Source: an optimization exercise on an open RTL-to-GDS flow (aim: small area, a short achievable clock period and few clock cycles per item). Production flows keep margins and buffers that such runs may drop.
Function was checked by simulation only, so behaviour that the tests miss may differ from the original.

Setup of wip/garnet:
// newton_sqrt
module newton_sqrt (
	input  wire logic        clk,
	input  wire logic        rst_n,
	input  wire logic        in_valid,
	output logic             in_ready,
	input  wire logic [31:0] in_a,
	input  wire logic [31:0] in_x0,
	output logic             out_valid,
	input  wire logic        out_ready,
	output logic [31:0]      out_root
);
export LEC_CHECK = 0
export CAP_MARGIN = 20
export CORE_MARGIN = 5
export CORE_UTILIZATION = 40
export SETUP_SLACK_MARGIN = 4.0
export SLEW_MARGIN = 20
create_clock -name core_clock -period 8.0 [get_ports {clk}]
run.sh (not shown) runs the stock make flow with config.mk's settings and CLKGATE_MAP_FILE= SYNTH_SCRIPT=/design/flow/synth_recipe.tcl, a recipe that flattens the netlist after the stock synthesis.
Per the final summary, wip/garnet finished and its layout is clean on timing, DRC and antenna.
Testbench counts of wip/garnet, summed over its fixed seeds: cycles 96,373, items 1,024.
Changes in wip/indigo relative to wip/garnet:
diff --git a/flow/config.mk b/flow/config.mk
--- a/flow/config.mk
+++ b/flow/config.mk
@@ -9,4 +9,4 @@
 export CORE_MARGIN = 5
 export CORE_UTILIZATION = 40
-export SETUP_SLACK_MARGIN = 4.0
+export SETUP_SLACK_MARGIN = 3.75
 export SLEW_MARGIN = 20
[summary]
wip/indigo | status: complete | timing, DRC, antenna: pass
The global-route usage of wip/indigo falls short of that of wip/garnet by 0.93 points.
Compared to wip/garnet, wip/indigo shows a narrower setup margin.
The count of endpoints failing setup in the final report on wip/garnet is in line with that on wip/indigo.
wip/indigo vs. wip/garnet: highest fanout seen on the critical path rose by 23, share of the final layout cell area in multi-input gates up 0.91 points.
Taking wip/garnet as the reference, in wip/indigo placeable core region held, final critical-path share of the clock period went up 1.3 points, final-layout clock-cell area share went up 0.75 points, buffer and inverter count on the worst path went up 2, sequential share of layout area went up 0.49 points.
Here is what was changed in the inputs of wip/pepper compared with wip/indigo.
diff --git a/flow/config.mk b/flow/config.mk
--- a/flow/config.mk
+++ b/flow/config.mk
@@ -9,4 +9,4 @@
 export CORE_MARGIN = 5
 export CORE_UTILIZATION = 40
-export SETUP_SLACK_MARGIN = 3.75
+export SETUP_SLACK_MARGIN = 2.75
 export SLEW_MARGIN = 20
==> comparison <==
Compared to wip/indigo, the router laid down less metal wire for wip/pepper. Side by side, final clock period utilization by the worst path turned out higher in wip/pepper than in wip/indigo. [compare] base=wip/indigo new=wip/pepper: critical path depth went down by 6; register fraction of the total cell area climbed 2.2 points; count of non-filler cells in the finished layout shrank by 147; area growth from synthesis to layout decreased by 12 points relative to the old numbers. Diff wip/pepper..wip/indigo | non-clock inverter total of the final layout | unchanged.


== the previous run ==
The RTL this note starts from:
==> flow/design.v <==
`default_nettype none
module pp_add #(
	parameter int N = 32
) (
	input  wire logic [N-1:0] a,
	input  wire logic [N-1:0] b,
	input  wire logic         cin,
	output logic [N-1:0]      s,
	output logic              cout
);
	localparam int LV = $clog2(N);
	logic [N-1:0] p0;
	logic [N-1:0] g [0:LV];
	logic [N-1:0] p [0:LV];
	assign p0 = a ^ b;
	assign g[0] = a & b;
	assign p[0] = p0;
	for (genvar l = 0; l < LV; l++) begin : g_lvl
		for (genvar i = 0; i < N; i++) begin : g_bit
			if ((i >> l) & 1) begin : g_node
				localparam int J = ((i >> l) << l) - 1;
				assign g[l+1][i] = g[l][i] | (p[l][i] & g[l][J]);
				assign p[l+1][i] = p[l][i] & p[l][J];
			end else begin : g_pass
				assign g[l+1][i] = g[l][i];
				assign p[l+1][i] = p[l][i];
			end
		end
	end
	logic [N:0] c;
	assign c[0] = cin;
	for (genvar i = 0; i < N; i++) begin : g_c
		assign c[i+1] = g[LV][i] | (p[LV][i] & cin);
	end
	assign s = p0 ^ c[N-1:0];
	assign cout = c[N];
endmodule
`default_nettype wire
`default_nettype none
module newton_sqrt (
	input  wire logic        clk,
	input  wire logic        rst_n,
	input  wire logic        in_valid,
	output logic             in_ready,
	input  wire logic [31:0] in_a,
	input  wire logic [31:0] in_x0,
	output logic             out_valid,
	input  wire logic        out_ready,
	output logic [31:0]      out_root
);
	logic st_idle, st_init, st_mul, st_suba, st_abs, st_div, st_upd, st_out;
	logic [1:0]  step;	 
	logic [5:0]  cnt;	 
	logic        bs1, bs2, bneg;	 
	logic        ge;	 
	logic [31:0] a;
	logic [31:0] x;
	logic [33:0] x3;	 
	logic [63:0] w;	 
	logic [15:0] e;	 
	assign in_ready = st_idle;
	assign out_valid = st_out;
	assign out_root = x;
	logic [5:0]  xlen;
	logic [31:0] xsm;	 
	always_comb begin
		xlen = 6'd0;
		for (int i = 0; i < 32; i++) if (x[i]) xlen = 6'(i + 1);
		xsm[31] = x[31];
		for (int i = 30; i >= 0; i--) xsm[i] = xsm[i+1] | x[i];
	end
	function automatic logic [2:0] booth_dec(input logic [31:0] v, input logic [4:0] j);
		logic [34:0] ext;
		logic [2:0]  bb;
		ext = {2'b00, v, 1'b0};	 
		bb = 3'b000;
		for (int k = 0; k <= 16; k++) if (j == 5'(k)) bb = ext[2*k +: 3];
		booth_dec = {bb[1] ^ bb[0], (bb == 3'b011) || (bb == 3'b100), bb[2] & ~(bb[1] & bb[0])};
	endfunction
	logic        b_neg;
	logic [33:0] b_mag;
	logic [63:0] m_a;
	logic [63:0] m_b;
	logic        m_cin;
	logic [64:0] m_s;
	logic [31:0] q;
	logic [31:0] x_new;
	logic [63:0] m_sum;
	logic        m_cout;
	assign q = {w[48:32], e[15:1]};
	pp_add #(.N(64)) i_madd (.a(m_a), .b(m_b), .cin(m_cin), .s(m_sum), .cout(m_cout));
	always_comb begin
		b_neg = bneg;
		b_mag = ({2'b00, x} & {34{bs1}}) | ({1'b0, x, 1'b0} & {34{bs2}});
		m_a = {w[61:0], 2'b00};
		m_b = {{30{b_neg}}, b_mag ^ {34{b_neg}}};
		m_cin = b_neg;
		if (st_init) begin
			m_a = {31'd0, x, 1'b0};
			m_b = {32'd0, x};
			m_cin = 1'b0;
		end
		if (st_suba) begin
			m_a = w;
			m_b = {16'hFFFF, ~a, 16'hFFFF};
			m_cin = 1'b1;
		end
		if (st_abs) begin
			m_a = {~w[63:32], ~e, 16'hFFFF};
			m_b = '0;
			m_cin = 1'b1;
		end
		if (st_upd) begin
			m_a = {32'd0, q};
			m_b = {32'd0, x ^ {32{ge}}};
			m_cin = 1'b0;
		end
	end
	always_comb begin
		m_s = {m_cout, m_sum};
		if (m_s[32]) x_new = ge ? 32'd0 : 32'hFFFF_FFFF;
		else x_new = ge ? ~m_s[31:0] : m_s[31:0];
	end
	logic [33:0] r4;	 
	logic [34:0] t1, t2, t3;
	logic        f1, f2, f3;	 
	logic [1:0]  qd;
	logic [31:0] r_new;
	assign r4 = {w[31:0], w[63:62]};
	logic [33:0] t1s, t2s, t3s;
	pp_add #(.N(34)) i_d1 (.a(r4), .b(~{2'b00, x}), .cin(1'b1), .s(t1s), .cout(f1));
	pp_add #(.N(34)) i_d2 (.a(r4), .b(~{1'b0, x, 1'b0}), .cin(1'b1), .s(t2s), .cout(f2));
	pp_add #(.N(34)) i_d3 (.a(r4), .b(~x3), .cin(1'b1), .s(t3s), .cout(f3));
	always_comb begin
		t1 = {~f1, t1s};
		t2 = {~f2, t2s};
		t3 = {~f3, t3s};
		qd = {f2, f3 | (f1 & ~f2)};
		if (f3) r_new = t3[31:0];
		else if (f2) r_new = t2[31:0];
		else if (f1) r_new = t1[31:0];
		else r_new = r4[31:0];
	end
	logic        can16;
	logic        can4;
	logic [31:0] r16;
	logic [31:0] rs4;
	always_comb begin
		logic bad16, bad4;
		r16 = {w[15:0], w[63:48]};
		rs4 = {w[27:0], w[63:60]};
		bad16 = |w[31:16];
		bad4 = |w[31:28];
		for (int i = 0; i <= 31; i++) begin
			if (r16[i] && !((i + 1 <= 31) ? xsm[i+1] : 1'b0)) bad16 = 1'b1;
			if (rs4[i] && !((i + 1 <= 31) ? xsm[i+1] : 1'b0)) bad4 = 1'b1;
		end
		can16 = !bad16 && (cnt >= 6'd17);
		can4 = !bad4 && (cnt >= 6'd5);
	end
	logic mul_last, div_last, x_zero, last_step;
	assign mul_last = (cnt[4:0] == 5'd0);
	assign div_last = (cnt[5:1] == 5'd0);
	assign x_zero = ~xsm[0];
	assign last_step = (step == 2'd3);
	always_ff @(posedge clk or negedge rst_n) begin
		if (!rst_n) begin
			st_idle <= 1'b1;
			st_init <= 1'b0;
			st_mul <= 1'b0;
			st_suba <= 1'b0;
			st_abs <= 1'b0;
			st_div <= 1'b0;
			st_upd <= 1'b0;
			st_out <= 1'b0;
		end else begin
			st_idle <= (st_idle & ~in_valid) | (st_out & out_ready);
			st_init <= (st_idle & in_valid) | (st_upd & ~last_step);
			st_mul <= (st_init & ~x_zero) | (st_mul & ~mul_last);
			st_suba <= st_mul & mul_last;
			st_abs <= st_suba & ~m_s[64];
			st_div <= (st_suba & m_s[64]) | st_abs | (st_div & ~div_last);
			st_upd <= st_div & div_last;
			st_out <= (st_init & x_zero) | (st_upd & last_step) | (st_out & ~out_ready);
		end
	end
	always_ff @(posedge clk) begin
		if (st_idle) begin
			a <= in_a;
			x <= in_x0;
			step <= 2'd0;
		end
		if (st_upd) begin
			x <= x_new;
			step <= step + 1'b1;
		end
		if (st_init) begin
			cnt <= {1'b0, xlen[5:1]};
			{bs1, bs2, bneg} <= booth_dec(x, xlen[5:1]);
			x3 <= m_s[33:0];
			w <= '0;
		end
		if (st_mul) begin
			cnt <= cnt - 1'b1;
			{bs1, bs2, bneg} <= booth_dec(x, 5'(cnt - 1'b1));
			w <= m_s[63:0];
		end
		if (st_suba) begin
			ge <= m_s[64];
			cnt <= 6'd63;
			w <= {m_s[63:32], 32'd0};
			e <= m_s[31:16];
		end
		if (st_abs) begin
			w[63:32] <= m_s[63:32];
			e <= m_s[31:16];
		end
		if (st_div) begin
			if (can16) begin
				w <= {w[47:32], e, r16};
				e <= 16'd0;
				cnt <= cnt - 6'd16;
			end else if (can4) begin
				w <= {w[59:32], e[15:12], rs4};
				e <= {e[11:0], 4'd0};
				cnt <= cnt - 6'd4;
			end else begin
				w <= {w[61:32], e[15:14], r_new};
				e <= {e[13:0], qd};
				cnt <= cnt - 6'd2;
			end
		end
	end
endmodule
`default_nettype wire
export LEC_CHECK = 0
export CAP_MARGIN = 20
export CORE_MARGIN = 5
export CORE_UTILIZATION = 40
export SLEW_MARGIN = 20
create_clock -name core_clock -period 8.0 [get_ports {clk}]
The previous run: flow completed, timing, DRC and antenna clean
Testbench counts of the previous run, summed over its fixed seeds: cycles 110,236, items 1,024.
Input-level comparison between the current run and the previous run:
# the previous run
export LEC_CHECK = 0
export CAP_MARGIN = 20
export CORE_MARGIN = 5
export CORE_UTILIZATION = 40
export SLEW_MARGIN = 20
create_clock -name core_clock -period 8.0 [get_ports {clk}]
# the current run
export LEC_CHECK = 0
export CAP_MARGIN = 20
export CORE_MARGIN = 5
export CORE_UTILIZATION = 40
export SETUP_SLACK_MARGIN = 4.2
export SLEW_MARGIN = 20
create_clock -name core_clock -period 8.0 [get_ports {clk}]
Findings:
Of the previous run and the current run, the current run shows the higher global routing met3 resource utilization, with the previous run below it.
Re fill cell total of the finished layout: the previous run was higher than the current run.
Diff the previous run -> the current run: final routed wirelength across all metal layers increased 21%.

separate check: timing with driven ports:
The results above use ideal ports. As a check the final layouts listed here were re-extracted and re-timed, cells and wires unchanged. Step 1 sets driving cells, clkbuf_16 on the clock port and buf_2 on the other inputs (assumed; they add their load-dependent delay and slew). Step 2 also shifts input and output timing later by t, the mid clock arrival at the registers, as if the neighbouring blocks saw the same clock. a / b / c = no drivers / after step 1 / after step 2; a / b = the first two.
run	t (ns)	setup slack, ns	hold slack, ns	cell pins on the clock port's net
wip/garnet	0.599	3.692 / 3.692 / 3.692	0.449 / 0.449 / 0.449	1
wip/indigo	0.621	3.588 / 3.588 / 3.588	0.477 / 0.477 / 0.477	1
wip/pepper	0.603	2.988 / 2.988 / 2.988	0.466 / 0.466 / 0.466	1
the previous run	0.565	1.708 / 1.708 / 1.708	0.525 / 0.525 / 0.525	1
the current run	0.575	3.488 / 3.488 / 3.488	0.550 / 0.550 / 0.550	1
After both steps every run listed still meets setup and hold.
